Source: an optimization exercise on an open RTL-to-GDS flow (aim: small area, a short achievable clock period and few clock cycles per item). Production flows keep margins and buffers that such runs may drop. Where RTL was checked, it was by simulation tests only, not by an equivalence proof against the original. Only the layout flow was run in runs 5 and 6; the RTL was not checked for function there. Power is estimated from default activity; no workload was simulated.

`flow/config.mk`:
```
export PLATFORM = sky130hd
export DESIGN_NAME = icache_top
export DESIGN_NICKNAME = icache_top
export VERILOG_FILES = /design/flow/design.v
export SDC_FILE = /design/flow/constraint.sdc
export NUM_CORES = 4
export LEC_CHECK = 0
export CAP_MARGIN = 20
export CORE_MARGIN = 2
export CORE_UTILIZATION = 60
export SETUP_SLACK_MARGIN = 1.7
export SLEW_MARGIN = 20
export SYNTH_HIERARCHICAL = 1
export SYNTH_MINIMUM_KEEP_SIZE = 0
```
`flow/design.v`:
```
package icache_pkg;
	localparam int OFFSET_W = 4;
	localparam int INDEX_W  = 4;
	localparam int ADDR_W   = 32;
	localparam int TAG_W    = ADDR_W - INDEX_W - OFFSET_W;
	typedef logic [ADDR_W-1:0]   addr_t;
	typedef logic [TAG_W-1:0]    tag_t;
	typedef logic [INDEX_W-1:0]  index_t;
	typedef logic [OFFSET_W-1:0] offset_t;
	typedef logic [31:0]         word_t;
	typedef struct packed {
		tag_t    tag;
		index_t  index;
		offset_t offset;
	} fetch_addr_t;
	typedef struct packed {
		logic valid;
		tag_t tag;
	} tag_entry_t;
	typedef enum logic [1:0] {
		REFILL_IDLE,
		REFILL_REQUEST,
		REFILL_COLLECT,
		REFILL_COMMIT
	} refill_state_t;
endpackage
module icache_lookup #(
	parameter int W = 1
) (
	input  logic         sel_i,
	input  logic [W-1:0] a_i,
	input  logic [W-1:0] b_i,
	output logic [W-1:0] y_o
);
	assign y_o = sel_i ? b_i : a_i;
endmodule
module icache_hit_check (
	input  logic [29:0] addr_i,
	input  logic [24:0] head_hi_i,
	input  logic [4:0]  end_lo_i,
	input  logic        carry_i,
	output logic        seq_o
);
	logic [24:0] b;
	logic [24:0] cr;
	logic [24:0] co;
	assign b     = {24'd0, carry_i};
	assign cr    = head_hi_i ^ b ^ addr_i[29:5];
	assign co    = (head_hi_i & b) | (head_hi_i & cr) | (b & cr);
	assign seq_o = (addr_i[4:0] == end_lo_i) && (cr == {co[23:0], 1'b0});
endmodule
module icache_top #(
	parameter int OFFSET_W = icache_pkg::OFFSET_W,
	parameter int INDEX_W  = icache_pkg::INDEX_W,
	parameter int TAG_W    = icache_pkg::ADDR_W - INDEX_W - OFFSET_W
) (
	input  logic                  clock_i,
	input  logic                  rst_n_i,
	input  logic                  fetch_i,
	input  icache_pkg::addr_t     fetch_addr_i,
	input  logic                  flush_i,
	output logic                  instr_valid_o,
	output icache_pkg::word_t     instr_o,
	output icache_pkg::addr_t     instr_addr_o,
	output logic                  miss_o,
	output logic                  mem_req_o,
	output icache_pkg::addr_t     mem_line_addr_o,
	input  logic                  mem_rvalid_i,
	input  icache_pkg::word_t     mem_rdata_i
);
	localparam int CAP = 31;
	localparam int LOW = 4;
	logic [4:0]     n_q;      
	logic           busy_q;   
	logic           lm_q;     
	logic           miss_q;
	logic           rdy_q;    
	logic           ireq_q;   
	logic           ereq_q;   
	logic [29:0]    h_q;      
	logic [1:0]     wc_q;     
	logic [LOW-1:0] ml_q;     
	logic [4:0]     el_q;     
	logic           c_q;      
	logic           seq;
	logic           nz;
	logic           acc;
	logic           last;
	logic           start;
	logic           cont;
	logic           deliver;
	logic           endw;
	logic           req;
	logic           lost;
	logic           fall;
	logic           clr;
	logic [24:0]    pm;
	logic [29:0]    h_inc;
	logic [4:0]     n_d;
	logic           busy_d;
	logic           lm_d;
	logic [29:0]    h_d;
	logic [1:0]     wc_d;
	logic           m_d;
	logic           wrap_d;
	logic           v0_d;
	logic           rdy_d;
	logic           ireq_d;
	logic [4:0]     el_d;
	logic           c_d;
	logic           miss_d [2];
	logic           ereq_d [2];
	for (genvar g = 0; g < 25; g++)
	begin : g_pm
		if (g == 0)
		begin : g_lsb
			assign pm[g] = 1'b1;
		end
		else
		begin : g_bit
			assign pm[g] = &h_q[g+4:5];
		end
	end
	assign h_inc  = {h_q[29:5] ^ (pm & {25{&h_q[4:0]}}), h_q[4:0] + 5'd1};
	icache_hit_check i_seq (
		.addr_i    (fetch_addr_i[31:2]),
		.head_hi_i (h_q[29:5]),
		.end_lo_i  (el_q),
		.carry_i   (c_q),
		.seq_o     (seq)
	);
	logic n_ge1;
	logic n_ge2;
	logic n_ge3;
	logic n_ge4;
	logic n_cap;
	logic r_ge1;
	logic r_ge2;
	logic r_ge3;
	assign n_ge1 = n_q != '0;
	assign n_ge2 = n_q > 5'd1;
	assign n_ge3 = n_q > 5'd2;
	assign n_ge4 = n_q > 5'd3;
	assign n_cap = n_q == 5'(CAP - 1);
	assign nz      = n_ge1;
	assign deliver = mem_rvalid_i && rdy_q;
	assign r_ge1   = deliver ? n_ge2 : n_ge1;
	assign r_ge2   = deliver ? n_ge3 : n_ge2;
	assign r_ge3   = deliver ? n_ge4 : n_ge3;
	assign acc     = fetch_i && !miss_q && !flush_i;
	assign last    = !r_ge1;
	assign start   = acc && last;
	assign cont    = acc && !last;
	assign endw    = mem_rvalid_i && (wc_q == 2'd3);
	assign req     = ireq_q || (mem_rvalid_i && ereq_q);
	assign lost    = endw && lm_q && (miss_q ? n_ge2 : n_ge1) && !rdy_q;
	assign fall    = miss_q && !r_ge2;
	assign clr     = flush_i || lost;
	assign busy_d = req || (busy_q && !endw);
	assign lm_d   = !start && (req || (lm_q && !endw));
	assign h_d    = start ? fetch_addr_i[31:2] : (deliver ? h_inc : h_q);
	assign wc_d   = req ? 2'd0 : (mem_rvalid_i ? wc_q + 2'd1 : wc_q);
	always_comb
	begin
		if (flush_i || (fall && !lost))
		begin
			n_d = '0;
		end
		else if (lost || start)
		begin
			n_d = 5'd1;
		end
		else if (cont && !deliver)
		begin
			n_d = n_q + 5'd1;
		end
		else if (deliver && !cont)
		begin
			n_d = n_q - 5'd1;
		end
		else
		begin
			n_d = n_q;
		end
	end
	always_comb
	begin
		if (deliver)
		begin
			m_d = 1'b1;
		end
		else if (req)
		begin
			m_d = h_q[1:0] == 2'd0;
		end
		else if (mem_rvalid_i)
		begin
			m_d = h_q[1:0] == wc_q + 2'd1;
		end
		else
		begin
			m_d = h_q[1:0] == wc_q;
		end
	end
	assign wrap_d = start ? (&fetch_addr_i[LOW+3:4])
		: (deliver ? (&h_inc[LOW+1:2]) : (&h_q[LOW+1:2]));
	assign el_d = start ? fetch_addr_i[6:2] + 5'd1 : (cont ? el_q + 5'd1 : el_q);
	assign c_d  = start ? (&fetch_addr_i[6:2])
		: ((cont && (&el_q)) || (c_q && !(deliver && (&h_q[4:0]))));
	assign v0_d   = !clr && (miss_q ? r_ge2 : (acc || r_ge1));
	assign rdy_d  = busy_d && lm_d && v0_d && m_d;
	assign ireq_d = !busy_d && v0_d;
	for (genvar s = 0; s < 2; s++)
	begin : g_seq
		logic drop;
		logic v1_d;
		assign drop = cont && ((s == 0) || n_cap);
		assign v1_d = !clr && (miss_q ? r_ge3 : ((cont && !drop) ? r_ge1 : r_ge2));
		assign miss_d[s] = !flush_i && (lost || (miss_q ? !fall : drop));
		assign ereq_d[s] = busy_d && (wc_d == 2'd3) && (lm_d
			? (rdy_d && v1_d && !wrap_d)
			: v0_d);
	end
	logic [1:0] ctl_pick;
	icache_lookup #(.W(2)) i_pick_ctl (
		.sel_i (seq),
		.a_i   ({miss_d[0], ereq_d[0]}),
		.b_i   ({miss_d[1], ereq_d[1]}),
		.y_o   (ctl_pick)
	);
	assign mem_req_o       = req;
	assign mem_line_addr_o = {h_q[29:LOW+2], ml_q, 4'b0000};
	assign instr_valid_o   = deliver;
	assign instr_o         = mem_rdata_i;
	assign instr_addr_o    = {h_q, 2'b00};
	assign miss_o          = miss_q;
	always_ff @(posedge clock_i or negedge rst_n_i)
	begin
		if (!rst_n_i)
		begin
			n_q    <= '0;
			busy_q <= 1'b0;
			lm_q   <= 1'b0;
			miss_q <= 1'b0;
			rdy_q  <= 1'b0;
			ireq_q <= 1'b0;
			ereq_q <= 1'b0;
		end
		else
		begin
			{miss_q, ereq_q} <= ctl_pick;
			n_q    <= n_d;
			rdy_q  <= rdy_d;
			ireq_q <= ireq_d;
			busy_q <= busy_d;
			lm_q   <= lm_d;
		end
	end
	always_ff @(posedge clock_i)
	begin
		h_q  <= h_d;
		wc_q <= wc_d;
		el_q <= el_d;
		c_q  <= c_d;
		ml_q <= h_d[LOW+1:2] + LOW'(lm_d);
	end
endmodule
```
`flow/standard.sh`:
```
#!/bin/bash
# synth_recipe.tcl (not shown) runs the flow's synth.tcl, then flattens the netlist and writes it again
# the make line also repeats each setting of config.mk as NAME=value (left out here)
make -C /OpenROAD-flow-scripts/flow DESIGN_CONFIG=/design/flow/config.mk WORK_HOME=/design/flow/orfs CLKGATE_MAP_FILE= SYNTH_SCRIPT=/design/flow/synth_recipe.tcl "${@:-finish}"
```
`flow/flow/run.sh`:
```
#!/bin/bash
# own flow: the standard layout, with port buffers of a plain buffer cell
set -o pipefail
cp standard.sh standard.sh.txt 2>/dev/null
cp config.mk config.mk.txt
export BUFFER_PORTS_ARGS="-buffer_cell sky130_fd_sc_hd__buf_1"
export ADDER_MAP_FILE=
bash standard.sh > standard.log 2>&1
```
`flow/constraint.sdc`:
```
create_clock -name core_clock -period 4.0 [get_ports {clock_i}]
set_input_delay 0.8000 -clock core_clock [delete_from_list [all_inputs] [get_ports {clock_i}]]
set_output_delay 0.8000 -clock core_clock [all_outputs]
set_load 0.01 [all_outputs]
```
==> results of run 1 <==
modules after synthesis, one instance, submodules excluded, a selection:
| module | flops+latches | area [sq um] |
|---|---|---|
| icache_hit_check | 0 | 764.5 |
| icache_top | 53 | 3623 |
area by class of cell:
class,instances,area (sq um),share of cell area
timing repair buffer,116,540.5,0.1106
clock buffer,5,68.82,0.01408
inverter,23,93.84,0.01920
sequential,53,1430,0.2926
tap,99,123.9,0.02534
clock inverter,3,28.78,0.005887
multi-input combinational,369,2603,0.5324
sequential cells by signal, summed over array words and instances (netlist names), 2 cells and up:
register / count
n_q: 5
h_q: 30
el_q: 5
wc_q: 2
ml_q: 4
routing by layer:
| metal | vias up | wire [microns] | GRT usage |
|---|---|---|---|
| met5 | - | 0 | 0 |
| met4 | 0 | 148 | 0.06026 |
| met3 | 22 | 553 | 0.04526 |
| met2 | 143 | 5408 | 0.4533 |
| met1 | 1815 | 4472 | 0.3238 |
| li1 | 1839 | - | - |
per-stage QoR:
step | area, sq um | util | total power [W] | hold WS [ns] | worst slack [ns]
floorplan | 4492 | - | 0.001894 | 0.5044 | 1.685
global placement | 4436 | 0.6181 | 0.002087 | 0.5314 | 1.022
detailed placement | 4436 | 0.6181 | 0.002116 | 0.5391 | 0.9928
CTS | 4703 | 0.6554 | 0.002536 | 0.4646 | 1.669
global route | 4888 | 0.6813 | 0.002775 | 0.4965 | 1.657
finish | 4888 | 0.6813 | 0.002602 | 0.4414 | 1.696
power by group:
group / internal (W) / switching (W) / total (W)
combinational: 0.000534 / 0.000736 / 0.00127
sequential: 0.000775 / 0.000216 / 0.000991
clock: 0.000133 / 0.000209 / 0.000341
repair_timing:
action | CTS | global route
setup buffers | 10 | 9
pin swaps | 8 | 13
endpoints found under the setup margin | 66 | 29
resized for setup | 24 | 27
layout by cell type, fill, tap and decap left out, drive strengths merged, types with 7 or more instances in the layout:
cell type	instances
a21oi	19
clkbuf	10
o21ai	37
nor2	31
dfrtp	11
nand2b	23
nand2	54
buf	111
xnor2	38
o31ai	10
nand3	19
nor3	14
inv	26
nor4	7
nor2b	9
dfxtp	11
nand4	11
edfxtp	31
xor2	27
worst max path at each step:
| stage | endpoint | depth (start not counted) |
|---|---|---|
| final | miss_q | 8 |
| after global routing | miss_q | 8 |
| after CTS | ml_q[0] | 6 |
| after detailed placement | ml_q[0] | 7 |
| after global placement | ml_q[0] | 7 |
| after floorplan | n_q[3] | 8 |
worst max-delay path: cells and delay by family:
family	cells	cell delay (ns)
AO/OA/AOI/OAI	1	0.09
AND/OR/NAND/NOR	4	1.02
buffers and inverters	2	0.31
multiplexers	1	0.30
cells by family (layout without fill, tap and decap cells):
| group | after synthesis | in the layout |
|---|---|---|
| DFF | 53 | 53 |
| adders and majority gates | 1 | 1 |
| other | 1 | 6 |
| and+or+nand+nor | 190 | 190 |
| xor gates and xnor gates | 65 | 65 |
| muxes | 8 | 8 |
| AOI/OAI and AO/OA | 99 | 99 |
| buffers and inverters | 97 | 147 |
==> notes.md, run 1 <==
- Nets: 637
- Clk buf depth: 2
- Drt pass-1 iters: 5
- DIE AREA: 0.008052 sq mm
- Via density: 5.717
- CP Max Fanout: 3
- Ant diodes: 0
- Adder-cell share of the synthesized area: 0.002270
- Yosys warns: 9
- Complex-gate fraction of the synthesized area: 0.1452
- Largest area contributor in the netlist: edfxtp_1
- First-pass GRT wire length: 16980 microns
- CTS tree: yes
- Final period utilization: 0.5759
- Share of layout cells above drive strength 1: 0.1634
- Post-DRT Antenna Nets: 0
- Detailed Route Iter0 Violations: 193
- Fmax: 0.4341 GHz
- Max-Cap Viols: 0
- Root Buffer: clkbuf_8
- Largest net degree at the start of global routing: 27
- Hold Path Class: primary input to asynchronous set/reset pin
- I/O pin cnt: 168
- Commonest cells post-synth: buf_4 (62), nand2_1 (54), xnor2_1 (38), o21ai_0 (35)
- Worst rel slew slack: 0.5954
- Reg-to-Reg End: miss_q
- Synth Register Bits: 53
- Die X: 89.74 microns
- WL/cell: 15.84 microns
- CTS H-tree depth: 2
- Yosys cell types: 70
- Multiplexer share of the synthesized area: 0.01901
- Final Routed Wirelength: 10580 microns
- Synth Area in Simple Gates: 0.2406
- Post-Syn Instances: 514
- GPL Wtd Cong: 0.9154
- Post-synth ARST share: 0.2075
- RSZ-0062 raised after global routing: yes
- Core Area: 0.007176 sq mm
- Final TNS setup: 0 ns
- Global route overflow: 0
- Slowest-stage cell, CP: nor4_4
- Post-synth EDFFs: 31
- Clock latency on the worst-skew pair: 0.33 ns
- Final Hold Viols: 0
- Rows: 31
- Initial Utilization: 0.6146
- R2r worst-path depth: 7
- Main combinational cell family by area after synthesis: simple AND/OR/NAND/NOR gates
- Sequential element share of the synthesized area: 0.3234
- Crit-path cells: clkbuf_2 -> and2b_2 -> o32ai_2 -> nor4_2 -> nand4_1 -> nor4_4 -> buf_4 -> mux2_4
- Critical path class: primary input to register
- Status: complete, no violations
- Initial antenna violation count: 0
- Avg Cell Area, Syn: 8.581 sq um
- Reg clk slew, reported paths: 0.11 ns
- Static leakage power: 1.807 nW
- Port Buffers: 95
- Top post-synthesis cells by area: edfxtp_1 (21%), buf_4 (11%), xnor2_1 (7.5%)
- Clock Skews: 0.01351 ns
- Synthesized cell area: 0.004410 sq mm
- Vias in the first global route: 3554
- GRT Total Usage: 0.2548
- Post-synthesis xor/xnor area fraction: 0.1291
- VDD IR max: 0.4622 mV
- Pwr dens: 532.3 mW/mm^2
- Hold-fix buffers, CTS: 0
- Clock buffer count from CTS: 5
- Slew Limit Fails: 0
- Critical Path RT: 4.21 ns
- Crit-path max cell delay: 0.30 ns
- Worst Setup Start Kind: primary input
- Reg-to-reg setup timing slack: 1.76 ns
- Synthesis-to-finish area growth: 10.84%
- Top cell type's share of synthesized area: 0.2111
- CP arrival: 2.52 ns
- Worst-Margin Slew: 0.6070 ns
- Fin crit period: 2.304 ns
- Hpwl dp: 7743 microns
- Die height: 89.74 microns
- Clk sink count: 53
- CP Capture Type: register
- Most used DFF post-synth: edfxtp_1
- Top-count cell post-synth: buf_4
- Finish-stage setup viols: 0
- Placed Cells: 641
- Reg-to-Reg Start: el_q[2]
- Fill cells: 637
- Post-route DRC violation count: 0
- Non-Filler Instances: 668
- Via count: 3819
- Critical path origin: fetch_addr_i[28]
Testbench counts, summed over its fixed seeds: cycles 71,895, items 32,000.
==> run 2, diff against run 1 <==
--- a/flow/config.mk
+++ b/flow/config.mk
@@ -10,3 +10,3 @@
 export CORE_UTILIZATION = 60
-export SETUP_SLACK_MARGIN = 1.7
+export SETUP_SLACK_MARGIN = 1.9
 export SLEW_MARGIN = 20
==> run 2 against run 1 <==
Net effect:
- routed wire length increased by 5.6%
- critical path type unchanged
- critical path depth unchanged
- maximum frequency is 1.2% higher
- non-clock buffer count rose by 21
- clock skew is 0.0029 ns higher
- register-to-register slack is essentially flat
- hold slack improved by 0.020 ns
- highest routed layer unchanged
- count of clock-buffer cells in the layout stayed put
- global-route usage grew 0.61 points
- sequential share of layout area down 1.7 points
- combinational power up 9%
==> notes.md, run 2 <==
- DIE AREA: 0.008052 sq mm (unchanged)
- Nets: 659 (was 637)
- Port Buffers: 95 (unchanged)
- Non-Filler Instances: 690 (was 668)
- Post-Syn Instances: 514 (unchanged)
- Yosys warns: 9 (unchanged)
- Clock buffer count from CTS: 5 (unchanged)
- Sequential element share of the synthesized area: 0.3234 (unchanged)
- Hold Path Class: primary input to asynchronous set/reset pin (unchanged)
- Clock latency on the worst-skew pair: 0.32 ns (was 0.33 ns)
- Design Power: 0.002720 W (was 0.002602 W)
- Die X: 89.74 microns (unchanged)
- Clock Skews: 0.01641 ns (was 0.01351 ns)
- Largest area contributor in the netlist: edfxtp_1 (unchanged)
- CP arrival: 2.48 ns (was 2.52 ns)
- Synthesized cell area: 0.004410 sq mm (unchanged)
- Final TNS setup: 0 ns (unchanged)
- Reg-to-reg setup timing slack: 1.75 ns (was 1.76 ns)
- Worst rel slew slack: 0.5776 (was 0.5954)
- Post-route DRC violation count: 0 (unchanged)
- GRT Total Usage: 0.2609 (was 0.2548)
- Largest register FFs: 30 (unchanged)
- CTS H-tree depth: 2 (unchanged)
- Die height: 89.74 microns (unchanged)
- Final period utilization: 0.5689 (was 0.5759)
- Fmax: 0.4395 GHz (was 0.4341 GHz)
- Root Buffer: clkbuf_8 (unchanged)
- Placed Cells: 642 (was 641)
- Initial antenna violation count: 0 (unchanged)
- Max-Cap Viols: 0 (unchanged)
- CTS tree: yes (unchanged)
- Pwr dens: 522.7 mW/mm^2 (was 532.3 mW/mm^2)
- Final Routed Wirelength: 11180 microns (was 10580 microns)
- Global route overflow: 0 (unchanged)
- Top-count cell post-synth: buf_4 (unchanged)
- Vias in the first global route: 3652 (was 3554)
- Synth Register Bits: 53 (unchanged)
- CP Capture Type: register (unchanged)
- Slew Limit Fails: 0 (unchanged)
- CP Max Fanout: 2 (was 3)
- First-pass GRT wire length: 17470 microns (was 16980 microns)
- Share of layout cells above drive strength 1: 0.2267 (was 0.1634)
- Ant diodes: 0 (unchanged)
- Yosys cell types: 70 (unchanged)
- Clk buf depth: 2 (unchanged)
- Via density: 5.690 (was 5.717)
- Critical Path RT: 4.20 ns (was 4.21 ns)
- Top reg by flops: h_q (unchanged)
- Largest net degree at the start of global routing: 27 (unchanged)
- Via count: 3926 (was 3819)
- Synthesis-to-finish area growth: 17.99% (was 10.84%)
- Reg clk slew, reported paths: 0.11 ns (about the same)
- Drt pass-1 iters: 5 (unchanged)
- Status: complete, no violations (unchanged)
- Biggest regs: h_q (30), el_q (5), n_q (5) (unchanged)
- Initial Utilization: 0.6146 (unchanged)
- Critical path class: primary input to register (unchanged)
- Post-Route Utilization: 0.7252 (was 0.6813)
- RSZ-0062 raised after global routing: yes (unchanged)
- Fin crit period: 2.276 ns (was 2.304 ns)
- Final Hold Viols: 0 (unchanged)
- Post-synth ARST share: 0.2075 (unchanged)
- VDD IR max: 0.3398 mV (was 0.4622 mV)
- Finish-stage setup viols: 0 (unchanged)
- Hold-fix buffers, CTS: 0 (unchanged)
- GPL Wtd Cong: 0.9522 (was 0.9154)
- Detailed Route Iter0 Violations: 200 (was 193)
- I/O pin cnt: 168 (unchanged)
- Commonest cells post-synth: buf_4 (62), nand2_1 (54), xnor2_1 (38), o21ai_0 (35) (unchanged)
- Post-synth EDFFs: 31 (unchanged)
- Worst Setup Start Kind: primary input (unchanged)
- Core Area: 0.007176 sq mm (unchanged)
- Clk sink count: 53 (unchanged)
- Most frequent cells in the layout: buf_1 (85), nand2_1 (51), buf_4 (38), xnor2_1 (35), o21ai_0 (35) (was buf_1 (84), nand2_1 (52), o21ai_0 (35), xnor2_1 (31), edfxtp_1 (31))
- Worst-Margin Slew: 0.6336 ns (was 0.6070 ns)
- Most used DFF post-synth: edfxtp_1 (unchanged)
- Post-DRT Antenna Nets: 0 (unchanged)
- Static leakage power: 1.937 nW (was 1.807 nW)
- Top cell type's share of synthesized area: 0.2111 (unchanged)
- Hpwl dp: 7624 microns (was 7743 microns)
- Rows: 31 (unchanged)
- Top post-synthesis cells by area: edfxtp_1 (21%), buf_4 (11%), xnor2_1 (7.5%) (unchanged)
- Most common cell after layout, fill and taps aside: buf_1 (unchanged)
- WL/cell: 16.20 microns (was 15.84 microns)
- Avg Cell Area, Syn: 8.581 sq um (unchanged)
[run 2: Yosys stat by module (local to each module, per instance), a selection]
| module | cells inside | times used | flip-flops and latches |
|---|---|---|---|
| icache_top | 405 | 1 | 53 |
| icache_hit_check | 107 | 1 | 0 |
[run 2: report_power, final]
| group | switching [W] | internal, W | leakage (nW) | total [W] |
|---|---|---|---|---|
| combinational | 0.000772 | 0.000607 | 1.36 | 0.00138 |
| clock | 0.000204 | 0.000128 | 0.0491 | 0.000332 |
| sequential | 0.000230 | 0.000780 | 0.523 | 0.00101 |
| total | 0.00121 | 0.00151 | 1.94 | 0.00272 |
[run 2: through the flow]
stage,instance area (sq um),hold WS [ns],setup slack [ns]
finish,5204,0.4611,1.724
global route,5204,0.5050,1.678
CTS,4927,0.4723,1.775
detailed placement,4476,0.5472,0.9699
global placement,4476,0.5364,1.036
floorplan,4549,0.5044,1.686
[run 2: final timing paths]
kind / start / to / cells after the start
max in group asynchronous: rst_n_i / n_q[1] / 1
worst max-delay path: fetch_addr_i[30] / miss_q / 8
worst min register to register: wc_q[0] / wc_q[0] / 2
min in group core_clock: wc_q[0] / wc_q[0] / 2
worst min-delay path: rst_n_i / n_q[3] / 1
worst max register to register: h_q[6] / miss_q / 7
[run 2: timing repair]
item / 4_1_cts / 5_1_grt
resized for setup: 47 / 32
cloned: 1 / 0
pin swaps: 18 / 17
setup endpoints to repair: 68 / 21
buffers inserted: 21 / 18
[run 2: metal layers]
metal / part of all wire / wire length [microns] / vias up / GRT usage
li1: - / - / 1879 / -
met1: 0.42 / 4684 / 1876 / 0.3278
met2: 0.51 / 5683 / 150 / 0.4621
met3: 0.061 / 677 / 21 / 0.05113
met4: 0.012 / 133 / 0 / 0.06667
met5: 0 / 0 / - / 0
[run 2: cell type report]
class / instances / area [sq um]
fill: 594 / 1972
multi-input combinational: 370 / 2700
sequential: 53 / 1435
tap: 99 / 123.9
timing repair buffer: 137 / 753.2
clock inverter: 3 / 23.77
inverter: 23 / 98.84
clock buffer: 5 / 68.82
[run 2: worst max-delay path, stage by stage]
cell and delay [ns]:
buf_8 0.09, and4bb_2 0.33, o22ai_4 0.08, a221oi_2 0.17
nand4b_1 0.21, nor4_4 0.30, buf_4 0.19, mux2_4 0.30
[run 2: cell families (layout without fill, tap and decap cells)]
| family | count (synthesis) | count (layout) | share of synthesized area |
|---|---|---|---|
| AND/OR/NAND/NOR | 190 | 191 | 0.2406 |
| AO/OA/AOI/OAI | 99 | 99 | 0.1452 |
| buffers and inverters | 97 | 168 | 0.1396 |
| XOR/XNOR | 65 | 65 | 0.1291 |
| flip-flops | 53 | 53 | 0.3234 |
| multiplexers | 8 | 8 | 0.01901 |
| adder cells (fa/ha/maj) | 1 | 1 | 0.002270 |
| other | 1 | 6 | 0.0008502 |
==> run 3, diff against run 2 <==
--- a/flow/config.mk
+++ b/flow/config.mk
@@ -9,4 +9,4 @@
 export CORE_MARGIN = 2
-export CORE_UTILIZATION = 60
-export SETUP_SLACK_MARGIN = 1.9
+export CORE_UTILIZATION = 75
+export SETUP_SLACK_MARGIN = 1.5
 export SLEW_MARGIN = 20
==> run 3 against run 2 <==
Net effect:
- still clean
- hold slack better by 0.035 ns
- final cell count shrank 9.4%
- maximum frequency fell by 7.5%
- clock skew is 0.0077 ns lower
- die area decreased by 19%
- global-route usage is 5.2 points higher
- routed wire length decreased by 9.1%
- sequential cell count unchanged
- utilization up 8.7 points
- sequential power barely moved
- largest power group unchanged
==> notes.md, run 3 <==
- Status: complete, no violations (unchanged)
- Via count: 3768 (was 3926)
- DP Worst Slack: 0.9476 ns (was 0.9699 ns)
- Core Area: 0.005608 sq mm (was 0.007176 sq mm)
- Yosys warns: 9 (unchanged)
- Top reg by flops: h_q (unchanged)
- Reg-to-Reg Start: h_q[18] (was h_q[6])
- Post-synth EDFFs: 31 (unchanged)
- Commonest cells post-synth: buf_4 (62), nand2_1 (54), xnor2_1 (38), o21ai_0 (35) (unchanged)
- Sequential element share of the synthesized area: 0.3234 (unchanged)
- Fmax: 0.4065 GHz (was 0.4395 GHz)
- Clk sink count: 53 (unchanged)
- Synthesized cell area: 0.004410 sq mm (unchanged)
- CP arrival: 2.65 ns (was 2.48 ns)
- Worst-Margin Slew: 0.6939 ns (was 0.6336 ns)
- Finish-stage setup viols: 0 (unchanged)
- RSZ-0062 raised after global routing: no (was yes)
- Avg Cell Area, Syn: 8.581 sq um (unchanged)
- Critical path class: primary input to register (unchanged)
- Reg-to-reg setup timing slack: 1.58 ns (was 1.75 ns)
- First-pass GRT wire length: 16000 microns (was 17470 microns)
- Largest net degree at the start of global routing: 30 (was 27)
- Reg-to-Reg End: miss_q (unchanged)
- Largest register FFs: 30 (unchanged)
- Initial antenna violation count: 0 (unchanged)
- Most frequent cells in the layout: buf_1 (94), nand2_1 (52), xnor2_1 (38), o21ai_0 (35) (was buf_1 (85), nand2_1 (51), buf_4 (38), xnor2_1 (35), o21ai_0 (35))
- Clk buf depth: 2 (unchanged)
- Drt pass-1 iters: 5 (unchanged)
- R2r worst-path depth: 6 (was 7)
- GRT Total Usage: 0.3128 (was 0.2609)
- Most common cell after layout, fill and taps aside: buf_1 (unchanged)
- Pwr dens: 554.7 mW/mm^2 (was 522.7 mW/mm^2)
- Worst rel slew slack: 0.5374 (was 0.5776)
- Clock latency on the worst-skew pair: 0.31 ns (was 0.32 ns)
- Static leakage power: 1.646 nW (was 1.937 nW)
- Ant diodes: 0 (unchanged)
- Global route overflow: 0 (unchanged)
- Die height: 80.69 microns (was 89.74 microns)
- Hold Path Class: primary input to asynchronous set/reset pin (unchanged)
- Hold Slack: 0.4957 ns (was 0.4611 ns)
- CP Max Fanout: 3 (was 2)
- CTS tree: yes (unchanged)
- Nets: 621 (was 659)
- I/O pin cnt: 168 (unchanged)
- Fin crit period: 2.460 ns (was 2.276 ns)
- Post-Syn Instances: 514 (unchanged)
- Post-route DRC violation count: 0 (unchanged)
- Clock Skews: 0.008763 ns (was 0.01641 ns)
- Max-Cap Viols: 0 (unchanged)
- Final Hold Viols: 0 (unchanged)
- Share of layout cells above drive strength 1: 0.07776 (was 0.2267)
- Via density: 6.029 (was 5.690)
- Most used DFF post-synth: edfxtp_1 (unchanged)
- WL/cell: 16.26 microns (was 16.20 microns)
- GPL Wtd Cong: 0.8815 (was 0.9522)
- Non-Filler Instances: 625 (was 690)
- Rows: 27 (was 31)
- Yosys cell types: 70 (unchanged)
- Slew Limit Fails: 0 (unchanged)
- Synthesis-to-finish area growth: 3.291% (was 17.99%)
- Top post-synthesis cells by area: edfxtp_1 (21%), buf_4 (11%), xnor2_1 (7.5%) (unchanged)
- DIE AREA: 0.006510 sq mm (was 0.008052 sq mm)
- Placed Cells: 615 (was 642)
- Port Buffers: 95 (unchanged)
- Reg clk slew, reported paths: 0.10 ns (was 0.11 ns)
- Top cell type's share of synthesized area: 0.2111 (unchanged)
- Hold-fix buffers, CTS: 0 (unchanged)
- Synth Register Bits: 53 (unchanged)
- Detailed Route Iter0 Violations: 326 (was 200)
- Hpwl dp: 7605 microns (was 7624 microns)
- Final period utilization: 0.6151 (was 0.5689)
- Clock buffer count from CTS: 5 (unchanged)
- Post-DRT Antenna Nets: 0 (unchanged)
- Root Buffer: clkbuf_8 (unchanged)
- Final Routed Wirelength: 10160 microns (was 11180 microns)
- Vias in the first global route: 3403 (was 3652)
- Worst Setup Start Kind: primary input (unchanged)
- Die X: 80.69 microns (was 89.74 microns)
- Largest area contributor in the netlist: edfxtp_1 (unchanged)
- Top-count cell post-synth: buf_4 (unchanged)
- Post-synth ARST share: 0.2075 (unchanged)
- Biggest regs: h_q (30), el_q (5), n_q (5) (unchanged)
- Initial Utilization: 0.7865 (was 0.6146)
- Critical Path RT: 4.19 ns (was 4.20 ns)
- CTS H-tree depth: 2 (unchanged)
- VDD IR max: 0.4441 mV (was 0.3398 mV)
- Design Power: 0.002527 W (was 0.002720 W)
- CP Capture Type: register (unchanged)
- Final TNS setup: 0 ns (unchanged)
- Crit path setup slack, layout: 1.540 ns (was 1.724 ns)
-- run 3: cell counts after synthesis --
No cell type changed its count.
-- run 3: worst max path at each step --
| stage | cells after the start | to | slack [ns] | startpoint |
|---|---|---|---|---|
| after global placement | 7 | h_q[22] | 1.01 | flush_i |
| after floorplan | 6 | h_q[0] | 1.48 | flush_i |
| after detailed placement | 7 | h_q[18] | 0.95 | flush_i |
| after CTS | 7 | ml_q[3] | 1.50 | mem_rvalid_i |
| final | 7 | miss_q | 1.54 | fetch_addr_i[20] |
| after global routing | 7 | ereq_q | 1.53 | n_q[1] |
-- run 3: per-module statistics from Yosys (local to each module, per instance), a selection --
module | area, sq um | cells
icache_top | 3623 | 405
icache_hit_check | 764.5 | 107
-- run 3: final cells by class --
class,instances,area [sq um]
Fill cell,395,1052
Multi-Input combinational cell,369,2427
Inverter,23,87.58
Clock inverter,2,35.03
Clock buffer,6,93.84
Sequential cell,53,1426
Timing Repair Buffer,100,395.4
Tap cell,72,90.09
-- run 3: cells by family after synthesis --
kind of cell             synth area share
AO/OA/AOI/OAI                      0.1452
multiplexers                      0.01901
XOR/XNOR                           0.1291
buffers and inverters              0.1396
adder cells (fa/ha/maj)          0.002270
other                           0.0008502
flip-flops                         0.3234
AND/OR/NAND/NOR                    0.2406
-- run 3: timing repair --
action,in CTS,in global routing
buffers inserted,0,2
gates resized for setup,3,4
setup endpoints to repair,21,33
-- run 3: report_power, final --
group	switching, W	total (W)	internal, W	leakage [nW]
registers	0.000232	0.00101	0.000774	0.529
clock network	0.000183	0.000406	0.000224	0.0663
logic	0.000663	0.00112	0.000452	1.05
total	0.00108	0.00253	0.00145	1.65
-- run 3: critical path, cell delays in order --
cell	delay (ns)
buf_1	0.13
nor2b_1	0.21
o32ai_1	0.14
nor4_2	0.41
nand4_1	0.17
nor4_2	0.41
mux2_2	0.39
-- run 3: metal layers --
metal / part of all wire / global-route usage / vias to the layer above
li1: - / - / 1800
met1: 0.42 / 0.4014 / 1764
met2: 0.50 / 0.5558 / 177
met3: 0.066 / 0.04045 / 27
met4: 0.017 / 0.07966 / 0
met5: 0 / 0 / -
-- run 3: through the flow --
step,cell area [sq um],utilization
global placement,4383,0.7816
detailed placement,4383,0.7816
CTS,4533,0.8083
finish,4556,0.8124
global route,4556,0.8124
floorplan,4437,-
==> run 4, diff against run 3 <==
--- a/flow/config.mk
+++ b/flow/config.mk
@@ -9,3 +9,3 @@
 export CORE_MARGIN = 2
-export CORE_UTILIZATION = 75
+export CORE_UTILIZATION = 60
 export SETUP_SLACK_MARGIN = 1.5
==> run 4 against run 3 <==
Net effect:
- still clean
- worst setup slack improved by 0.070 ns
- area after synthesis unchanged
- combinational power about the same
- hold slack got worse by 0.041 ns
- non-clock buffer count increased by 1
- sequential cell count unchanged
- count of clock-buffer cells in the layout decreased by 1
- sequential share of layout area about the same
- largest cell class unchanged
==> notes.md, run 4 <==
- Reg-to-reg setup timing slack: 1.67 ns (was 1.58 ns)
- Static leakage power: 1.649 nW (was 1.646 nW)
- Top post-synthesis cells by area: edfxtp_1 (21%), buf_4 (11%), xnor2_1 (7.5%) (unchanged)
- Yosys cell types: 70 (unchanged)
- Hold Slack: 0.4543 ns (was 0.4957 ns)
- Root Buffer: clkbuf_8 (unchanged)
- Rows: 31 (was 27)
- Clock latency on the worst-skew pair: 0.31 ns (about the same)
- Nets: 622 (was 621)
- Post-DRT Antenna Nets: 0 (unchanged)
- Largest register FFs: 30 (unchanged)
- Most common cell after layout, fill and taps aside: buf_1 (unchanged)
- Critical path class: primary input to register (unchanged)
- Commonest cells post-synth: buf_4 (62), nand2_1 (54), xnor2_1 (38), o21ai_0 (35) (unchanged)
- GPL Wtd Cong: 0.9191 (was 0.8815)
- Worst Setup Start Kind: primary input (unchanged)
- CTS tree: yes (unchanged)
- Die X: 89.74 microns (was 80.69 microns)
- Most used DFF post-synth: edfxtp_1 (unchanged)
- DP Worst Slack: 0.9536 ns (was 0.9476 ns)
- Pwr dens: 534.9 mW/mm^2 (was 554.7 mW/mm^2)
- Synthesis-to-finish area growth: 3.433% (was 3.291%)
- Via density: 5.642 (was 6.029)
- Initial Utilization: 0.6146 (was 0.7865)
- Critical Path RT: 3.97 ns (was 4.19 ns)
- Worst-Margin Slew: 0.6122 ns (was 0.6939 ns)
- Initial antenna violation count: 0 (unchanged)
- Multi-input logic area: 0.002430 sq mm (was 0.002427 sq mm)
- Synth Register Bits: 53 (unchanged)
- Reg clk slew, reported paths: 0.11 ns (was 0.10 ns)
- GRT Total Usage: 0.2446 (was 0.3128)
- Hold Path Class: primary input to asynchronous set/reset pin (unchanged)
- Fin crit period: 2.390 ns (was 2.460 ns)
- Via count: 3684 (was 3768)
- Global route overflow: 0 (unchanged)
- First-pass GRT wire length: 16460 microns (was 16000 microns)
- RSZ-0062 raised after global routing: yes (was no)
- Fin area: 0.004562 sq mm (was 0.004556 sq mm)
- CP Max Fanout: 26 (was 3)
- WL/cell: 15.39 microns (was 16.26 microns)
- Design Power: 0.002440 W (was 0.002527 W)
- Most frequent cells in the layout: buf_1 (94), nand2_1 (52), xnor2_1 (38), o21ai_0 (35) (unchanged)
- Final period utilization: 0.5975 (was 0.6151)
- Post-route DRC violation count: 0 (unchanged)
- Critical path origin: flush_i (was fetch_addr_i[20])
- Avg Cell Area, Syn: 8.581 sq um (unchanged)
- Ant diodes: 0 (unchanged)
- Fill cells: 665 (was 395)
- Dpl cell area: 0.004417 sq mm (was 0.004383 sq mm)
- Detailed Route Iter0 Violations: 157 (was 326)
- CP arrival: 2.36 ns (was 2.65 ns)
- Largest area contributor in the netlist: edfxtp_1 (unchanged)
- Top-count cell post-synth: buf_4 (unchanged)
- Post-Syn Instances: 514 (unchanged)
- Status: complete, no violations (unchanged)
- Clock buffer count from CTS: 5 (unchanged)
- Final TNS setup: 0 ns (unchanged)
- Fmax: 0.4184 GHz (was 0.4065 GHz)
- Core Area: 0.007176 sq mm (was 0.005608 sq mm)
- Worst rel slew slack: 0.5919 (was 0.5374)
- Clk sink count: 53 (unchanged)
- Reg-to-Reg Start: n_q[1] (was h_q[18])
- DIE AREA: 0.008052 sq mm (was 0.006510 sq mm)
- Final Routed Wirelength: 10050 microns (was 10160 microns)
- Post-synth EDFFs: 31 (unchanged)
- CP Capture Point: h_q[6] (was miss_q)
- Largest net degree at the start of global routing: 29 (was 30)
- Die height: 89.74 microns (was 80.69 microns)
- Clock Skews: 0.01585 ns (was 0.008763 ns)
- Crit path setup slack, layout: 1.610 ns (was 1.540 ns)
- Share of layout cells above drive strength 1: 0.07762 (was 0.07776)
- Port Buffers: 95 (unchanged)
- Max-Cap Viols: 0 (unchanged)
- CP Capture Type: register (unchanged)
- Reg area: 0.001426 sq mm (unchanged)
- Vias in the first global route: 3475 (was 3403)
- VDD IR max: 0.3472 mV (was 0.4441 mV)
- Reg-to-Reg End: ereq_q (was miss_q)
- Top reg by flops: h_q (unchanged)
- CTS H-tree depth: 2 (unchanged)
- Hpwl dp: 7643 microns (was 7605 microns)
- Final Hold Viols: 0 (unchanged)
- Clk buf depth: 2 (unchanged)
- Finish-stage setup viols: 0 (unchanged)
- Biggest regs: h_q (30), el_q (5), n_q (5) (unchanged)
- Top cell type's share of synthesized area: 0.2111 (unchanged)
- Post-synth ARST share: 0.2075 (unchanged)
- Yosys warns: 9 (unchanged)
- Sequential element share of the synthesized area: 0.3234 (unchanged)
- Drt pass-1 iters: 7 (was 5)
- I/O pin cnt: 168 (unchanged)
- Synthesized cell area: 0.004410 sq mm (unchanged)
- Slew Limit Fails: 0 (unchanged)
- R2r worst-path depth: 7 (was 6)
==> run 4: per-stage QoR <==
stage	utilization	instances
2_1_floorplan	-	519
4_1_cts	0.6305	650
3_3_place_gp	0.6155	642
3_5_place_dp	0.6155	642
5_1_grt	0.6357	653
6_report	0.6357	653
==> run 4: layer usage <==
metal	vias to the layer above	share of wire	track usage	wire, microns
met5	-	0	0	0
li1	1807	-	-	-
met1	1720	0.42	0.3123	4261
met4	0	0.016	0.07821	160
met3	35	0.053	0.03185	537
met2	122	0.51	0.4318	5090
==> run 4: critical path: stages <==
cell and delay [ns]:
buf_1 0.18, or3b_4 0.47, inv_2 0.23, nand3_1 0.11, buf_4 0.23, nand2_4 0.33
==> run 4: power by group <==
group | internal, W | leakage [nW] | total (W) | switching (W)
clock | 0.000128 | 0.0491 | 0.000321 | 0.000193
sequential | 0.000774 | 0.529 | 0.00101 | 0.000234
combinational | 0.000455 | 1.07 | 0.00111 | 0.000656
==> run 4: cell type report <==
class | instances | area share
Clock buffer | 5 | 0.01509
Clock inverter | 3 | 0.005211
Inverter | 23 | 0.01892
Multi-Input combinational cell | 369 | 0.5326
Sequential cell | 53 | 0.3127
Tap cell | 99 | 0.02715
Timing Repair Buffer | 101 | 0.08832
==> run 4: worst min path at each step <==
stage,from,to,slack (ns),cells after the start
6_report,rst_n_i,n_q[0],0.45,1
5_1_grt,rst_n_i,n_q[0],0.50,1
4_1_cts,rst_n_i,n_q[0],0.46,1
3_5_place_dp,busy_q,busy_q,0.55,1
3_3_place_gp,busy_q,busy_q,0.54,1
2_1_floorplan,rst_n_i,busy_q,0.50,0
==> run 4: cell families (layout without fill, tap and decap cells) <==
family / after synthesis / in the layout / synth area share
adders and majority gates: 1 / 1 / 0.002270
xor gates and xnor gates: 65 / 65 / 0.1291
muxes: 8 / 8 / 0.01901
and+or+nand+nor: 190 / 190 / 0.2406
DFF: 53 / 53 / 0.3234
other: 1 / 6 / 0.0008502
AOI/OAI and AO/OA: 99 / 99 / 0.1452
buffers and inverters: 97 / 132 / 0.1396
==> run 4: Yosys stat by module (local to each module, per instance), a selection <==
module / cells / flip-flops and latches / copies in the design / area, sq um
icache_top: 405 / 53 / 1 / 3623
icache_hit_check: 107 / 0 / 1 / 764.5
==> run 4: what timing repair did <==
action | 4_1_cts | 5_1_grt
resized for setup | 3 | 3
endpoints found under the setup margin | 21 | 34
hold buffers | 0 | 0
pin swaps | 0 | 1
setup buffers | 0 | 3
==> run 5, diff against run 4 <==
--- a/flow/design.v
+++ b/flow/design.v
@@ -159,4 +159,4 @@
 	assign busy_d = req || (busy_q && !endw);
-	assign lm_d   = !start && (req || (lm_q && !endw));
-	assign h_d    = start ? fetch_addr_i[31:2] : (deliver ? h_inc : h_q);
+	assign lm_d   = !last && (req || (lm_q && !endw));
+	assign h_d    = last ? fetch_addr_i[31:2] : (deliver ? h_inc : h_q);
 	assign wc_d   = req ? 2'd0 : (mem_rvalid_i ? wc_q + 2'd1 : wc_q);
@@ -204,7 +204,7 @@
 	end
-	assign wrap_d = start ? (&fetch_addr_i[LOW+3:4])
+	assign wrap_d = last ? (&fetch_addr_i[LOW+3:4])
 		: (deliver ? (&h_inc[LOW+1:2]) : (&h_q[LOW+1:2]));
-	assign el_d = start ? fetch_addr_i[6:2] + 5'd1 : (cont ? el_q + 5'd1 : el_q);
-	assign c_d  = start ? (&fetch_addr_i[6:2])
-		: ((cont && (&el_q)) || (c_q && !(deliver && (&h_q[4:0]))));
+	assign el_d = last ? fetch_addr_i[6:2] + 5'd1 : (acc ? el_q + 5'd1 : el_q);
+	assign c_d  = last ? (&fetch_addr_i[6:2])
+		: ((acc && (&el_q)) || (c_q && !(deliver && (&h_q[4:0]))));
 	assign v0_d   = !clr && (miss_q ? r_ge2 : (acc || r_ge1));
==> run 5 against run 4 <==
Net effect:
- non-clock buffer count shrank 2
- power shrank 29%
- routed wire length increased by 3.6%
- worst setup slack got worse by 0.015 ns
- sequential power shrank 19%
- hold slack better by 0.0097 ns
- count of clock-buffer cells in the layout is 1 higher
- die area rose by 1.6%
- design area up 0.55%
- critical path type is now register to register
- largest cell class unchanged
==> notes.md, run 5 <==
- Top-count cell post-synth: buf_4 (unchanged)
- Largest area contributor in the netlist: edfxtp_1 (unchanged)
- Yosys warns: 9 (unchanged)
- WL/cell: 16.17 microns (was 15.39 microns)
- Clk buf depth: 2 (unchanged)
- Pint: 0.001077 W (was 0.001357 W)
- CP Max Fanout: 9 (was 26)
- Top cell type's share of synthesized area: 0.2076 (was 0.2111)
- Post-Route Utilization: 0.6324 (was 0.6357)
- First-pass GRT wire length: 16670 microns (was 16460 microns)
- Die height: 90.45 microns (was 89.74 microns)
- Yosys cell types: 76 (was 70)
- Most common cell after layout, fill and taps aside: buf_1 (unchanged)
- Synthesis-to-finish area growth: 2.288% (was 3.433%)
- Drt pass-1 iters: 4 (was 7)
- Fin crit period: 2.405 ns (was 2.390 ns)
- VDD IR max: 0.2331 mV (was 0.3472 mV)
- GRT Total Usage: 0.2507 (was 0.2446)
- Reg-to-reg setup timing slack: 1.59 ns (was 1.67 ns)
- Final period utilization: 0.6013 (was 0.5975)
- Hold-fix buffers, CTS: 0 (unchanged)
- Most used DFF post-synth: edfxtp_1 (unchanged)
- CTS H-tree depth: 2 (unchanged)
- DIE AREA: 0.008181 sq mm (was 0.008052 sq mm)
- Global route overflow: 0 (unchanged)
- Reg-to-Reg Start: n_q[2] (was n_q[1])
- Fill cells: 675 (was 665)
- Status: complete, no violations (unchanged)
- Slew Limit Fails: 0 (unchanged)
- Hpwl dp: 7699 microns (was 7643 microns)
- DP Worst Slack: 1.105 ns (was 0.9536 ns)
- Hold Slack: 0.4640 ns (was 0.4543 ns)
- Clock buffer count from CTS: 5 (unchanged)
- CTS tree: yes (unchanged)
- Worst Setup Start Kind: register (was primary input)
- Post-synth ARST share: 0.2075 (unchanged)
- Top reg by flops: h_q (unchanged)
- Fmax: 0.4158 GHz (was 0.4184 GHz)
- Top post-synthesis cells by area: edfxtp_1 (21%), buf_4 (11%), xnor2_1 (8.0%) (was edfxtp_1 (21%), buf_4 (11%), xnor2_1 (7.5%))
- Synth Register Bits: 53 (unchanged)
- Comb pwr share: 0.320 (was 0.455)
- Crit path setup slack, layout: 1.595 ns (was 1.610 ns)
- Largest net degree at the start of global routing: 28 (was 29)
- Die X: 90.45 microns (was 89.74 microns)
- Setup Buffers After CTS: 0 (unchanged)
- Switching portion of total power: 0.3763 (was 0.4441)
- Port Buffers: 95 (unchanged)
- Sequential element share of the synthesized area: 0.3181 (was 0.3234)
- Synthesized cell area: 0.004484 sq mm (was 0.004410 sq mm)
- Clk sink count: 53 (unchanged)
- Final Routed Wirelength: 10420 microns (was 10050 microns)
- Worst-Margin Slew: 0.6522 ns (was 0.6122 ns)
- Nets: 613 (was 622)
- Clock latency on the worst-skew pair: 0.32 ns (was 0.31 ns)
- Critical path class: register to register (was primary input to register)
- Vias in the first global route: 3337 (was 3475)
- I/O pin cnt: 168 (unchanged)
- Clock Skews: 0.01435 ns (was 0.01585 ns)
- R2r worst-path depth: 6 (was 7)
- Initial antenna violation count: 0 (unchanged)
- Final TNS setup: 0 ns (unchanged)
- Largest register FFs: 30 (unchanged)
- CP Capture Type: register (unchanged)
- Fin area: 0.004587 sq mm (was 0.004562 sq mm)
- Max-Cap Viols: 0 (unchanged)
- GPL Wtd Cong: 0.8561 (was 0.9191)
- Rows: 31 (unchanged)
- Reg clk slew, reported paths: 0.11 ns (about the same)
- Post-route DRC violation count: 0 (unchanged)
- Worst rel slew slack: 0.5616 (was 0.5919)
- Via count: 3700 (was 3684)
- Root Buffer: clkbuf_8 (unchanged)
- Post-DRT Antenna Nets: 0 (unchanged)
- CP arrival: 2.61 ns (was 2.36 ns)
- Avg Cell Area, Syn: 8.776 sq um (was 8.581 sq um)
- Ant diodes: 0 (unchanged)
- Final Hold Viols: 0 (unchanged)
- Critical Path RT: 4.21 ns (was 3.97 ns)
- Biggest regs: h_q (30), el_q (5), n_q (5) (unchanged)
- Finish-stage setup viols: 0 (unchanged)
- Reg-to-Reg End: ereq_q (unchanged)
- Switching power: 0.0006496 W (was 0.001083 W)
- Post-Syn Instances: 511 (was 514)
- Share of layout cells above drive strength 1: 0.09358 (was 0.07762)
- Post-synth EDFFs: 31 (unchanged)
- Hold Path Class: primary input to asynchronous set/reset pin (unchanged)
- Static leakage power: 1.658 nW (was 1.649 nW)
- Seq pwr share: 0.472 (was 0.413)
- Initial Utilization: 0.6183 (was 0.6146)
- Pwr dens: 376.3 mW/mm^2 (was 534.9 mW/mm^2)
- Most frequent cells in the layout: buf_1 (94), nand2_1 (51), xnor2_1 (41), edfxtp_1 (31), o21ai_0 (27) (was buf_1 (94), nand2_1 (52), xnor2_1 (38), o21ai_0 (35))
- Dpl cell area: 0.004449 sq mm (was 0.004417 sq mm)
- Detailed Route Iter0 Violations: 125 (was 157)
- Clock network power share: 0.208 (was 0.132)
- Core Area: 0.007253 sq mm (was 0.007176 sq mm)
- RSZ-0062 raised after global routing: no (was yes)
- Commonest cells post-synth: buf_4 (64), nand2_1 (52), xnor2_1 (41), edfxtp_1 (31), o21ai_0 (28) (was buf_4 (62), nand2_1 (54), xnor2_1 (38), o21ai_0 (35))
- Via density: 5.745 (was 5.642)
-- run 5: worst max-delay path: stages, from the launching register on --
cell,delay (ns)
dfrtp_1,0.52
or4_4,0.65
a2111oi_0,0.44
a2111o_1,0.23
or3_1,0.14
o31ai_1,0.07
mux2_2,0.26
-- run 5: cell families after synthesis --
family,count (synthesis),synth area share
AO/OA/AOI/OAI,99,0.1434
XOR/XNOR,65,0.1270
adder cells (fa/ha/maj),1,0.002232
buffers and inverters,101,0.1459
flip-flops,53,0.3181
multiplexers,7,0.01646
other,1,0.0008363
AND/OR/NAND/NOR,184,0.2461
-- run 5: power by group through the flow --
stage / clock [W] / sequential [W] / combinational, W
floorplan: 0 / 0.000817 / 0.000458
global placement: 0 / 0.000823 / 0.000537
detailed placement: 0 / 0.000825 / 0.000547
CTS: 0.000369 / 0.000813 / 0.000551
global route: 0.000390 / 0.000830 / 0.000610
finish: 0.000360 / 0.000815 / 0.000552
-- run 5: metal layers --
| metal | GRT usage | vias to the layer above | wire [microns] |
|---|---|---|---|
| li1 | - | 1805 | - |
| met1 | 0.3152 | 1730 | 4508 |
| met2 | 0.4348 | 141 | 5150 |
| met3 | 0.04424 | 24 | 545 |
| met4 | 0.08590 | 0 | 212 |
| met5 | 0 | - | 0 |
-- run 5: worst max path at each step --
stage | start | end | slack [ns] | cells past startpoint
floorplan | mem_rvalid_i | ereq_q | 1.57 | 7
global placement | mem_rvalid_i | ereq_q | 1.16 | 7
detailed placement | mem_rvalid_i | ml_q[3] | 1.11 | 6
CTS | n_q[2] | el_q[1] | 1.52 | 6
global route | mem_rvalid_i | instr_valid_o | 1.54 | 4
finish | n_q[2] | ereq_q | 1.59 | 6
-- run 5: what timing repair did --
action                     in CTS  in global routing
hold endpoints to repair        0                  0
setup endpoints to repair       3                  7
resized for setup               2                  4
pin swaps                       0                  0
-- run 5: per-module statistics from Yosys, one instance, submodules excluded, a selection --
module,cells,copies in the design
icache_hit_check,107,1
icache_top,402,1
-- run 5: metrics by stage --
stage                     std cells  total power, W
after global routing            644        0.001830
final                           644        0.001726
after floorplan                 516        0.001275
after CTS                       644        0.001734
after global placement          636        0.001360
after detailed placement        636        0.001372
-- run 5: layout make-up --
class / instances / area [sq um] / share of cell area
tap: 99 / 123.9 / 0.02700
inverter: 23 / 86.33 / 0.01882
multi-input combinational: 362 / 2451 / 0.5344
clock inverter: 2 / 13.76 / 0.003001
clock buffer: 6 / 93.84 / 0.02046
timing repair buffer: 99 / 391.6 / 0.08538
sequential: 53 / 1426 / 0.3110
==> run 6, diff against run 5 <==
--- a/flow/design.v
+++ b/flow/design.v
@@ -81,3 +81,2 @@
 	logic [1:0]     wc_q;     
-	logic [LOW-1:0] ml_q;     
 	logic [4:0]     el_q;     
@@ -231,3 +230,3 @@
 	assign mem_req_o       = req;
-	assign mem_line_addr_o = {h_q[29:LOW+2], ml_q, 4'b0000};
+	assign mem_line_addr_o = {h_q[29:LOW+2], h_q[LOW+1:2] + LOW'(lm_q), 4'b0000};
 	assign instr_valid_o   = deliver;
@@ -264,3 +263,2 @@
 		c_q  <= c_d;
-		ml_q <= h_d[LOW+1:2] + LOW'(lm_d);
 	end
==> run 6 against run 5 <==
Net effect:
- sequential share of layout area decreased by 0.61 points
- via count increased by 1.4%
- sequential power increased by 9.2%
- hold slack improved by 0.012 ns
- sequential cell count decreased by 4
- die area decreased by 0.40%
- clock skew increased by 0.0030 ns
- power increased by 13%
- still clean
- critical endpoint is now instr_valid_o
- combinational power increased by 38%
- critical path type is now primary input to output port
==> notes.md, run 6 <==
- CP Max Fanout: 10 (was 9)
- Critical path class: primary input to output port (was register to register)
- Synthesized cell area: 0.004466 sq mm (was 0.004484 sq mm)
- VDD IR max: 0.2174 mV (was 0.2331 mV)
- Fill cells: 685 (was 675)
- Reg area: 0.001386 sq mm (was 0.001426 sq mm)
- Ant diodes: 0 (unchanged)
- Clock buffer count from CTS: 5 (unchanged)
- Commonest cells post-synth: buf_4 (62), nand2_1 (55), o21ai_0 (44), xor2_1 (40), edfxtp_1 (35) (was buf_4 (64), nand2_1 (52), xnor2_1 (41), edfxtp_1 (31), o21ai_0 (28))
- Global route overflow: 0 (unchanged)
- Crit-path cells: buf_2 -> nand2_1 -> inv_2 -> buf_1 (was or4_4 -> a2111oi_0 -> a2111o_1 -> or3_1 -> o31ai_1 -> mux2_2)
- Worst Setup Start Kind: primary input (was register)
- I/O pin cnt: 168 (unchanged)
- Dpl cell area: 0.004422 sq mm (was 0.004449 sq mm)
- Critical Path RT: 3.20 ns (was 4.21 ns)
- Fmax: 0.4074 GHz (was 0.4158 GHz)
- Sequential element share of the synthesized area: 0.3105 (was 0.3181)
- First-pass GRT wire length: 16690 microns (was 16670 microns)
- Clk sink count: 49 (was 53)
- Top reg by flops: h_q (unchanged)
- Largest net degree at the start of global routing: 34 (was 28)
- Post-synth ARST share: 0.2245 (was 0.2075)
- Post-DRT Antenna Nets: 0 (unchanged)
- RSZ-0062 raised after global routing: no (unchanged)
- Largest register FFs: 30 (unchanged)
- Placed Cells: 646 (was 636)
- Slowest-stage cell, CP: nand2_1 (was or4_4)
- Hold-fix buffers, CTS: 0 (unchanged)
- Post-Route Utilization: 0.6302 (was 0.6324)
- GPL Wtd Cong: 0.9177 (was 0.8561)
- Most frequent cells in the layout: buf_1 (94), nand2_1 (55), o21ai_0 (44), xor2_1 (40), edfxtp_1 (35) (was buf_1 (94), nand2_1 (51), xnor2_1 (41), edfxtp_1 (31), o21ai_0 (27))
- Status: complete, no violations (unchanged)
- DIE AREA: 0.008149 sq mm (was 0.008181 sq mm)
- Top-count cell post-synth: buf_4 (unchanged)
- Slew Limit Fails: 0 (unchanged)
- CTS tree: yes (unchanged)
- Worst-Margin Slew: 0.8369 ns (was 0.6522 ns)
- Fin crit period: 2.455 ns (was 2.405 ns)
- Most common cell after layout, fill and taps aside: buf_1 (unchanged)
- Rows: 31 (unchanged)
- Crit-path max cell delay: 0.25 ns (was 0.65 ns)
- Nets: 625 (was 613)
- Core Area: 0.007214 sq mm (was 0.007253 sq mm)
- Post-synth EDFFs: 35 (was 31)
- CTS H-tree depth: 2 (unchanged)
- Final Routed Wirelength: 10410 microns (was 10420 microns)
- Yosys warns: 9 (unchanged)
- Reg-to-Reg End: ereq_q (unchanged)
- Multi-input logic area: 0.002471 sq mm (was 0.002451 sq mm)
- Detailed Route Iter0 Violations: 199 (was 125)
- Die height: 90.27 microns (was 90.45 microns)
- R2r worst-path depth: 6 (unchanged)
- Synthesis-to-finish area growth: 1.821% (was 2.288%)
- Buffers and inverters on the worst path: 3 (was 0)
- Yosys cell types: 69 (was 76)
- Pwr dens: 427.8 mW/mm^2 (was 376.3 mW/mm^2)
- Root Buffer: clkbuf_8 (unchanged)
- Reg-to-reg setup timing slack: 1.64 ns (was 1.59 ns)
- Synth Register Bits: 49 (was 53)
- Non-Filler Instances: 656 (was 644)
- Share of layout cells above drive strength 1: 0.06104 (was 0.09358)
- Via count: 3750 (was 3700)
- Final TNS setup: 0 ns (unchanged)
- WL/cell: 15.87 microns (was 16.17 microns)
- Post-route DRC violation count: 0 (unchanged)
- Port Buffers: 95 (unchanged)
- Reg clk slew, reported paths: 0.09 ns (was 0.11 ns)
- Largest area contributor in the netlist: edfxtp_1 (unchanged)
- Fin area: 0.004547 sq mm (was 0.004587 sq mm)
- Reg-to-Reg Start: n_q[4] (was n_q[2])
- Most used DFF post-synth: edfxtp_1 (unchanged)
- Biggest regs: h_q (30), el_q (5), n_q (5) (unchanged)
- GRT Total Usage: 0.2483 (was 0.2507)
- Clock latency on the worst-skew pair: 0.31 ns (was 0.32 ns)
- Hold Path Class: primary input to asynchronous set/reset pin (unchanged)
- Avg Cell Area, Syn: 8.473 sq um (was 8.776 sq um)
- Final period utilization: 0.6136 (was 0.6013)
- Static leakage power: 1.660 nW (was 1.658 nW)
- Drt pass-1 iters: 4 (unchanged)
- CP Capture Type: output port (was register)
- Final Hold Viols: 0 (unchanged)
- Clock Skews: 0.01736 ns (was 0.01435 ns)
- Initial Utilization: 0.6190 (was 0.6183)
- Via density: 5.716 (was 5.745)
- Initial antenna violation count: 0 (unchanged)
- Top post-synthesis cells by area: edfxtp_1 (24%), buf_4 (10%), xor2_1 (7.8%) (was edfxtp_1 (21%), buf_4 (11%), xnor2_1 (8.0%))
- Top cell type's share of synthesized area: 0.2354 (was 0.2076)
- Max-Cap Viols: 0 (unchanged)
- Finish-stage setup viols: 0 (unchanged)
- Hpwl dp: 7701 microns (was 7699 microns)
- Worst rel slew slack: 0.4408 (was 0.5616)
- Vias in the first global route: 3467 (was 3337)
- Clk buf depth: 2 (unchanged)
- Die X: 90.27 microns (was 90.45 microns)
- CP arrival: 1.65 ns (was 2.61 ns)
- Family with the most delay on the worst path: buffers and inverters (was simple AND/OR/NAND/NOR gates)
- Post-Syn Instances: 527 (was 511)
==> run 6: report_power, final <==
group | internal (W) | leakage [nW] | switching, W
sequential | 0.000687 | 0.538 | 0.000203
clock | 0.000124 | 0.0385 | 0.000169
combinational | 0.000319 | 1.08 | 0.000444
total | 0.00113 | 1.66 | 0.000815
==> run 6: kinds of logic after synthesis <==
group                    Yosys count  synth area share
flip-flops                        49            0.3105
AND/OR/NAND/NOR                  199            0.2511
other                              1         0.0008398
adder cells (fa/ha/maj)            1          0.002242
XOR/XNOR                          65            0.1275
buffers and inverters            104            0.1451
multiplexers                       6           0.01401
AO/OA/AOI/OAI                    102            0.1488
==> run 6: per-module statistics from Yosys, one instance, submodules excluded, a selection <==
module            cells inside  flops+latches  cell area (sq um)  times used
icache_top                 418             49               3679           1
icache_hit_check           107              0              764.5           1
==> run 6: metrics by stage <==
stage	worst slack (ns)	hold slack, ns	total power (W)
2_1_floorplan	1.624	0.4899	0.001506
3_3_place_gp	1.196	0.5309	0.001631
3_5_place_dp	1.155	0.5382	0.001647
4_1_cts	1.508	0.4880	0.001941
5_1_grt	1.518	0.5335	0.002079
6_report	1.545	0.4757	0.001945
==> run 6: cell type report <==
type	count	share of cell area
Inverter	20	0.01651
Tap cell	99	0.02724
Timing Repair Buffer	101	0.08943
Clock buffer	7	0.01679
Clock inverter	1	0.001651
Multi-Input combinational cell	379	0.5435
Sequential cell	49	0.3049
==> run 6: worst max path at each step <==
stage	cells past startpoint	endpoint	start
after floorplan	6	el_q[0]	mem_rvalid_i
final	4	instr_valid_o	mem_rvalid_i
after detailed placement	7	ereq_q	mem_rvalid_i
after global placement	7	ereq_q	mem_rvalid_i
after CTS	4	instr_valid_o	mem_rvalid_i
after global routing	4	instr_valid_o	mem_rvalid_i
==> run 6: timing repair <==
item / CTS / global route
resized for setup: 1 / 5
setup buffers: 0 / 2
setup endpoints to repair: 3 / 5
==> run 6: per-layer routing <==
metal	GRT usage	vias up	share of wire
met4	0.06795	0	0.013
met1	0.3053	1733	0.42
li1	-	1852	-
met3	0.03339	20	0.061
met2	0.4555	145	0.50
met5	0	-	0
==> run 6: worst register-to-register path, cell delays in order (launching register included) <==
cell     delay, ns
dfrtp_1       0.48
or4_4         0.63
nor2_8        0.28
a21oi_2       0.08
or4b_1        0.55
o31ai_1       0.10
mux2_2        0.20

[static timing again, ports no longer ideal]
The flow's constraints put no driver on any port. The routed layouts listed below were extracted and timed again, unchanged, in two steps.
Step 1: set_driving_cell puts a clkbuf_16 on clock_i and a buf_2 on each other input, an assumption about the parent block.
Step 2 also shifts input and output timing later by t, the mid clock arrival at the registers, as if the neighbouring blocks saw the same clock.
Three values: no drivers, after step 1, after step 2; two values: the first two.
run | t (ns) | setup WS [ns] | worst setup path after step 2 | pins driven straight from the clock port
run 1 | 0.348 | 1.696 / 1.696 / 1.349 | input to register | 1
run 2 | 0.340 | 1.724 / 1.712 / 1.372 | input to register | 1
run 3 | 0.329 | 1.540 / 1.543 / 1.215 | input to register | 1
run 4 | 0.331 | 1.610 / 1.615 / 1.284 | input to register | 1
run 5 | 0.343 | 1.595 / 1.584 / 1.288 | input to register | 1
run 6 | 0.330 | 1.545 / 1.526 / 1.323 | input to register | 1
After both steps every run listed still meets setup and hold. For run 2, which loses most, drivers alone change the setup slack by -0.012 ns; drivers and shift together by -0.352 ns.
